What follows belongs to an exercise in optimizing a design on an open flow for small area; a production flow would make more cautious choices.
Function was checked by simulation only, so behaviour that the tests miss may differ from the original.
Power is estimated from default activity; no workload was simulated.

## run 1
==> flow/design.v (excerpt) <==
module eee_imgproc (
	input  logic                clk,
	input  logic                reset_n,
	input  logic [23:0]         sink_data,
	input  logic                sink_valid,
	output logic                sink_ready,
	input  logic                sink_sop,
	input  logic                sink_eop,
	output logic [23:0]         source_data,
	output logic                source_valid,
	input  logic                source_ready,
	output logic                source_sop,
	output logic                source_eop,
	input  logic                mode,              
	input  logic                s_chipselect,
	input  logic                s_read,
	input  logic                s_write,
	input  host_pkg::reg_addr_t s_address,
	output logic [31:0]         s_readdata,
	input  logic [31:0]         s_writedata
);
	logic        hv;           
	logic [23:0] hd;
	logic        hsop;
	logic        heop;
	logic        held_ready;
	logic        advance;
	assign held_ready = ~source_valid | source_ready;
	assign sink_ready = ~hv | held_ready;
	assign advance    = hv & held_ready;
	always_ff @(posedge clk) begin
		if (!reset_n) begin
			hv <= 1'b0;
		end else if (sink_ready) begin
			hv <= sink_valid;
		end
	end
	always_ff @(posedge clk) begin
		if (sink_valid & sink_ready) begin
			hd   <= sink_data;
			hsop <= sink_sop;
			heop <= sink_eop;
		end
	end
	logic       video;
	logic [9:0] x;
	logic [8:0] y;
	logic [9:0] xmin, xmax;    
	logic [8:0] ymin, ymax;    
	logic       hit;
	logic       bright;
	logic       pix;
	logic       pixel_hit;
	logic       frame_done;
	logic       x_lt, x_gt;
	logic       init;
	logic       box_pend;      
	logic       found;
	logic [9:0] bl, br;
	logic [8:0] bt, bb;
	assign bright     = hd[23] & hd[15] & hd[7];
	assign init       = advance & hsop;
	assign pix        = advance & ~hsop & video;
	assign pixel_hit  = pix & bright;
	assign frame_done = pix & heop;
	assign hit        = ~&ymin;
	assign x_lt       = x < xmin;
	assign x_gt       = x > xmax;
	always_ff @(posedge clk) begin
		if (!reset_n) begin
			video <= 1'b0;
		end else if (init) begin
			video <= (hd[3:0] == 4'h0);
		end
	end
	always_ff @(posedge clk) begin
		if (advance) begin
			if (hsop) begin
				x <= '0;
				y <= '0;
  ...
Size: ~1,300 cells after synthesis, ~430 flip-flops, about 130 I/O pins, roughly 18,000 sq um of cells after synthesis.
export LEC_CHECK = 0
export CAP_MARGIN = 5
export CORE_MARGIN = 2
export CORE_UTILIZATION = 65
export SLEW_MARGIN = 5
create_clock -name core_clock -period 5.0 [get_ports {clk}]
standard.sh (not shown) runs the stock make flow with config.mk's settings and CLKGATE_MAP_FILE= SYNTH_SCRIPT=/design/flow/synth_recipe.tcl, a recipe that flattens the netlist after the stock synthesis.
==> flow/flow/run.sh <==
#!/bin/bash
# Standard ORFS layout, with small port buffers and a clock tree without dummy loads.
set -euo pipefail
bash standard.sh synth > synth.log 2>&1
export BUFFER_PORTS_ARGS="-buffer_cell sky130_fd_sc_hd__buf_1"
export CTS_ARGS="-sink_clustering_enable -repair_clock_nets -dont_use_dummy_load -buf_list sky130_fd_sc_hd__clkbuf_4 -sink_clustering_size 12 -sink_clustering_max_diameter 40 -sink_buffer_max_cap_derate 0.05"
bash standard.sh finish > layout.log 2>&1
Run 1 reached the end of the flow, and the finished layout is clean on the timing, DRC and antenna checks.
The following lists how run 2 was set up differently from run 1:
- GPL_TIMING_DRIVEN: unset -> 0
- CORE_UTILIZATION: 65 -> 40
- CAP_MARGIN: 5 -> 20
- SLEW_MARGIN: 5 -> 20
==> flow/flow/run.sh <==
#!/bin/bash
# Standard ORFS layout, with small port buffers and a clock tree without dummy loads.
set -euo pipefail
bash standard.sh synth > synth.log 2>&1
export BUFFER_PORTS_ARGS="-buffer_cell sky130_fd_sc_hd__buf_1"
export CTS_ARGS="-sink_clustering_enable -repair_clock_nets -dont_use_dummy_load -buf_list sky130_fd_sc_hd__clkbuf_8 -sink_clustering_size 12 -sink_clustering_max_diameter 50 -sink_buffer_max_cap_derate 0.02"
bash standard.sh finish > layout.log 2>&1
--- outcome ---
Run 2 went all the way through the flow, and no timing, DRC or antenna check failed. Re synthesized-area fraction occupied by adder cells: no difference whatsoever between run 1 and run 2. From run 1 to run 2 the numbers moved as follows: synthesized cell count held, chip height higher. Comparing power density over the cells for run 2 and run 1, the smaller number came from run 1. Run 2 ends up with a routed length per instance that is 6.1% lower than in run 1. Delta(instance count on the critical path, run 2 - run 1) > 0.
Setup changes, run 2 to run 3
- CAP_MARGIN now 0, was 20
- SLEW_MARGIN now 0, was 20
- GPL_TIMING_DRIVEN no longer set, was 0
==> flow/flow/run.sh <==
#!/bin/bash
# Standard ORFS layout, with small port buffers and a clock tree without dummy loads.
set -euo pipefail
bash standard.sh synth > synth.log 2>&1
export BUFFER_PORTS_ARGS="-buffer_cell sky130_fd_sc_hd__buf_1"
export CTS_ARGS="-sink_clustering_enable -repair_clock_nets -dont_use_dummy_load -buf_list sky130_fd_sc_hd__clkbuf_8 -sink_clustering_size 16 -sink_clustering_max_diameter 60 -sink_buffer_max_cap_derate 0.03"
bash standard.sh finish > layout.log 2>&1
## What came out
- Delta (run 3 minus run 2): headroom to the max-slew limit now smaller, clock group share of total power went down by 2.3 points, reported net switching power lower.
- Run 2 vs run 3, cell with the biggest individual delay on the critical path: nor4_1 vs dfxtp_1
Modified inputs, run 4 compared to run 3
- SLEW_MARGIN now 5, was 0
- CAP_MARGIN now 5, was 0
- CORE_UTILIZATION now 65, was 40
Results
Die area: run 4 vs run 3 down 17,000 sq um
Combinational power came out lower on run 4 than on run 3.
Count of TritonRoute iterations in the first routing pass, run 3 and run 4, higher one = run 3.
Measured against run 3, the detail-routed via count per cell of run 4 comes out at 1.15 times the reference value.
Run 4 leaves more setup margin than run 3.
Required time of the critical path across run 3 and run 4: no real change.

========
The RTL this note starts from:
==> flow/design.v <==
package video_pkg;
	typedef struct packed {
		logic [7:0] red;
		logic [7:0] green;
		logic [7:0] blue;
	} pixel_t;
	typedef struct packed {
		pixel_t pixel;
		logic   sop;
		logic   eop;
	} video_beat_t;
	typedef logic [10:0] coord_t;
	typedef struct packed {
		logic   found;
		coord_t left;
		coord_t right;
		coord_t top;
		coord_t bottom;
	} box_t;
endpackage
package host_pkg;
	typedef logic [2:0] reg_addr_t;
	typedef logic [31:0] msg_word_t;
	typedef logic [4:0] fill_t;
endpackage
`timescale 1ns/10ps
module eee_imgproc (
	input  logic                clk,
	input  logic                reset_n,
	input  logic [23:0]         sink_data,
	input  logic                sink_valid,
	output logic                sink_ready,
	input  logic                sink_sop,
	input  logic                sink_eop,
	output logic [23:0]         source_data,
	output logic                source_valid,
	input  logic                source_ready,
	output logic                source_sop,
	output logic                source_eop,
	input  logic                mode,              
	input  logic                s_chipselect,
	input  logic                s_read,
	input  logic                s_write,
	input  host_pkg::reg_addr_t s_address,
	output logic [31:0]         s_readdata,
	input  logic [31:0]         s_writedata
);
	logic        hv;           
	logic [23:0] hd;
	logic        hsop;
	logic        heop;
	logic        held_ready;
	logic        advance;
	assign held_ready = ~source_valid | source_ready;
	assign sink_ready = ~hv | held_ready;
	assign advance    = hv & held_ready;
	always_ff @(posedge clk) begin
		if (!reset_n) begin
			hv <= 1'b0;
		end else if (sink_ready) begin
			hv <= sink_valid;
		end
	end
	always_ff @(posedge clk) begin
		if (sink_valid & sink_ready) begin
			hd   <= sink_data;
			hsop <= sink_sop;
			heop <= sink_eop;
		end
	end
	logic       video;
	logic [9:0] x;
	logic [8:0] y;
	logic [9:0] xmin, xmax;    
	logic [8:0] ymin, ymax;    
	logic       hit;
	logic       bright;
	logic       pix;
	logic       pixel_hit;
	logic       frame_done;
	logic       x_lt, x_gt;
	logic       init;
	logic       box_pend;      
	logic       found;
	logic [9:0] bl, br;
	logic [8:0] bt, bb;
	assign bright     = hd[23] & hd[15] & hd[7];
	assign init       = advance & hsop;
	assign pix        = advance & ~hsop & video;
	assign pixel_hit  = pix & bright;
	assign frame_done = pix & heop;
	assign hit        = ~&ymin;
	assign x_lt       = x < xmin;
	assign x_gt       = x > xmax;
	always_ff @(posedge clk) begin
		if (!reset_n) begin
			video <= 1'b0;
		end else if (init) begin
			video <= (hd[3:0] == 4'h0);
		end
	end
	always_ff @(posedge clk) begin
		if (advance) begin
			if (hsop) begin
				x <= '0;
				y <= '0;
			end else if (x == 10'd639) begin
				x <= '0;
				if (y != 9'd479) begin
					y <= y + 1'b1;
				end
			end else begin
				x <= x + 1'b1;
			end
		end
	end
	always_ff @(posedge clk) begin
		if (init | (pixel_hit & x_lt)) xmin <= x | {10{init}};
		if (init | (pixel_hit & x_gt)) xmax <= x & ~{10{init}};
		if (init | (pixel_hit & ~hit)) ymin <= y | {9{init}};
		if (init | pixel_hit)          ymax <= y & ~{9{init}};
	end
	always_ff @(posedge clk) begin
		if (!reset_n) begin
			box_pend <= 1'b0;
			found    <= 1'b0;
		end else begin
			box_pend <= frame_done;
			if (box_pend) begin
				found <= hit;
			end
		end
	end
	always_ff @(posedge clk) begin
		if (box_pend) begin
			bl <= xmin;
			br <= xmax;
			bt <= ymin;
			bb <= ymax;
		end
	end
	logic        on_edge;
	logic [7:0]  grey;
	logic [23:0] ovl;
	logic [23:0] bb_col;
	assign grey    = hd[15:9] + hd[23:18] + hd[7:2];
	assign on_edge = found & ((x == bl) | (x == br) | (y == bt) | (y == bb));
	always_comb begin
		ovl = hd;
		if (mode & video & ~hsop) begin
			if (on_edge) begin
				ovl = bb_col;
			end else if (bright) begin
				ovl = 24'hffffff;
			end else begin
				ovl = {grey, grey, grey};
			end
		end
	end
	always_ff @(posedge clk) begin
		if (!reset_n) begin
			source_valid <= 1'b0;
		end else if (held_ready) begin
			source_valid <= hv;
		end
	end
	always_ff @(posedge clk) begin
		if (advance) begin
			source_data <= ovl;
			source_sop  <= hsop;
			source_eop  <= heop;
		end
	end
	logic       wr_sel, rd_sel;
	logic       flush;
	logic       pop;
	logic       read_d;
	logic [7:0] status_byte;
	assign wr_sel = s_chipselect & s_write;
	assign rd_sel = s_chipselect & s_read;
	assign flush  = wr_sel & (s_address == 3'd0) & s_writedata[4];
	assign pop    = rd_sel & ~read_d & (s_address == 3'd1);
	always_ff @(posedge clk) begin
		if (!reset_n) begin
			status_byte <= 8'h00;
			bb_col      <= 24'h00ff00;
		end else if (wr_sel) begin
			if (s_address == 3'd0) begin
				status_byte <= {s_writedata[7:5], 1'b0, s_writedata[3:0]};
			end
			if (s_address == 3'd3) begin
				bb_col <= s_writedata[23:0];
			end
		end
	end
	logic [2:0]  frame_cnt;
	logic [1:0]  wr_step;     
	logic        start;
	logic        wr_en;
	logic        rd_en;
	logic [4:0]  fill;
	logic [3:0]  wp;          
	logic [10:0] rsel;        
	logic [1:0]  rph;         
	logic        pop_pend;    
	logic [18:0] ring [11];
	logic [18:0] wr_word;
	logic [18:0] rd_word;
	assign start = frame_done & ~flush & (frame_cnt == 3'd0) & (wr_step == 2'd0) &
		(fill <= 5'd13);
	assign wr_en = (wr_step != 2'd0) & ~flush;
	assign rd_en = pop & (fill != 5'd0) & ~flush;
	assign wr_word = wr_step[0] ? ({br, bb} & {19{~box_pend}}) : {bl, bt};
	always_ff @(posedge clk) begin
		if (!reset_n) begin
			frame_cnt <= '0;
			wr_step   <= 2'd0;
		end else begin
			if (flush) begin
				wr_step <= 2'd0;
			end else if (start) begin
				wr_step <= 2'd1;
			end else if (wr_step != 2'd0) begin
				wr_step <= wr_step + 1'b1;
			end
			if (start) begin
				frame_cnt <= 3'(6 - 1);
			end else if (frame_done && frame_cnt != '0) begin
				frame_cnt <= frame_cnt - 1'b1;
			end
		end
	end
	always_ff @(posedge clk) begin
		if (!reset_n || flush) begin
			fill <= '0;
			wp   <= '0;
			rsel <= 11'd1;
			rph  <= '0;
		end else begin
			if (wr_en && !rd_en) begin
				fill <= fill + 1'b1;
			end else if (rd_en && !wr_en) begin
				fill <= fill - 1'b1;
			end
			if (wr_en && wr_step != 2'd1) begin
				wp <= (wp == 4'd10) ? 4'd0 : wp + 1'b1;
			end
			if (pop_pend) begin
				rph <= (rph == 2'd2) ? 2'd0 : rph + 1'b1;
				if (rph != 2'd0) begin
					rsel <= {rsel[9:0], rsel[10]};
				end
			end
		end
	end
	always_ff @(posedge clk) begin
		if (wr_en && wr_step != 2'd1) begin
			ring[wp] <= wr_word;
		end
	end
	logic       st_q, msg_q, id_q, col_q;    
	logic [4:0] fill_q;
	logic [31:0] msg_word;
	always_ff @(posedge clk) begin
		read_d   <= rd_sel;
		pop_pend <= rd_en;
		st_q     <= (s_address == 3'd0);
		msg_q    <= (s_address == 3'd1);
		id_q     <= (s_address == 3'd2);
		col_q    <= (s_address == 3'd3);
		fill_q   <= fill;
	end
	logic        msg_box;
	logic        msg_tag;
	logic        is_l;
	assign msg_box = msg_q & (rph != 2'd0);
	assign msg_tag = msg_q & (rph == 2'd0);
	assign is_l    = rph[0];
	always_comb begin
		rd_word = '0;
		for (int i = 0; i < 11; i++) begin
			rd_word = rd_word | (ring[i] & {19{rsel[i] & msg_box}});
		end
	end
	assign msg_word = {5'd0, is_l & (&rd_word[18:9]), rd_word[18:9],
		5'd0, {2{is_l & (&rd_word[8:0])}}, rd_word[8:0]} | (32'h00004242 & {32{msg_tag}});
	assign s_readdata = ({16'h0000, 3'b000, fill_q, status_byte} & {32{st_q}}) |
		msg_word | (32'h1234EEE2 & {32{id_q}}) |
		({8'h00, bb_col} & {32{col_q}});
endmodule
==> flow/config.mk <==
export PLATFORM = sky130hd
export DESIGN_NAME = eee_imgproc
export DESIGN_NICKNAME = eee_imgproc
export VERILOG_FILES = /design/flow/design.v
export SDC_FILE = /design/flow/constraint.sdc
export NUM_CORES = 4
export LEC_CHECK = 0
export CAP_MARGIN = 5
export CORE_MARGIN = 2
export CORE_UTILIZATION = 40
export SLEW_MARGIN = 5
==> flow/constraint.sdc <==
create_clock -name core_clock -period 5.0 [get_ports {clk}]
set_input_delay 1.0000 -clock core_clock [delete_from_list [all_inputs] [get_ports {clk}]]
set_output_delay 1.0000 -clock core_clock [all_outputs]
set_load 0.01 [all_outputs]
==> flow/flow/run.sh <==
#!/bin/bash
# Standard ORFS layout, with small port buffers and a clock tree without dummy loads.
set -euo pipefail
bash standard.sh synth > synth.log 2>&1
export BUFFER_PORTS_ARGS="-buffer_cell sky130_fd_sc_hd__buf_1"
export GPL_KEEP_OVERFLOW=0
export CTS_ARGS="-sink_clustering_enable -repair_clock_nets -dont_use_dummy_load -buf_list sky130_fd_sc_hd__clkbuf_4 -sink_clustering_size 9 -sink_clustering_max_diameter 45 -sink_buffer_max_cap_derate 0.05"
bash standard.sh finish > layout.log 2>&1
The first run finished with timing, DRC and antenna clean.
Edit:
--- a/flow/flow/run.sh
+++ b/flow/flow/run.sh
@@ -4,5 +4,4 @@
 bash standard.sh synth > synth.log 2>&1
 export BUFFER_PORTS_ARGS="-buffer_cell sky130_fd_sc_hd__buf_1"
-export GPL_KEEP_OVERFLOW=0
 export CTS_ARGS="-sink_clustering_enable -repair_clock_nets -dont_use_dummy_load -buf_list sky130_fd_sc_hd__clkbuf_4 -sink_clustering_size 9 -sink_clustering_max_diameter 45 -sink_buffer_max_cap_derate 0.05"
 bash standard.sh finish > layout.log 2>&1
Effect:
- clock power stays flat
- wire length is higher by 0.90%
- cell area hardly moves
- non-clock buffer count is higher by 18

what the ideal ports hide:
The flow's constraints put no driver on any port. The routed layouts listed below were extracted and timed again, unchanged, in two steps.
Step 1, drivers: a clkbuf_16 drives clk and a buf_2 each remaining input, both assumed.
Step 2 adds t to the input delays and takes it off the output delays; t is the mean of the earliest and latest rising clock arrival at the registers after step 1. Input paths then give back, and output paths get back, about the clock's delay inside the block.
Slacks: ideal / step 1 / step 2; pairs: ideal / step 1.
run	t, ns	setup slack, ns	hold slack, ns	worst setup path at the end
run 1	0.722	0.190 / 0.143 / 0.864	0.401 / 0.401 / 0.401	register to output
run 2	0.626	0.464 / 0.415 / 1.041	0.395 / 0.395 / 0.395	register to output
run 3	0.603	0.152 / 0.102 / 0.705	0.393 / 0.393 / 0.393	register to output
run 4	0.589	0.295 / 0.247 / 0.837	0.413 / 0.413 / 0.413	register to output
the first run of note 2	0.774	0.321 / 0.271 / 0.924	0.387 / 0.387 / 0.387	input to register
the second run of note 2	0.787	0.296 / 0.245 / 1.033	0.406 / 0.392 / 0.406	register to output
After both steps setup and hold are still met in every run listed.
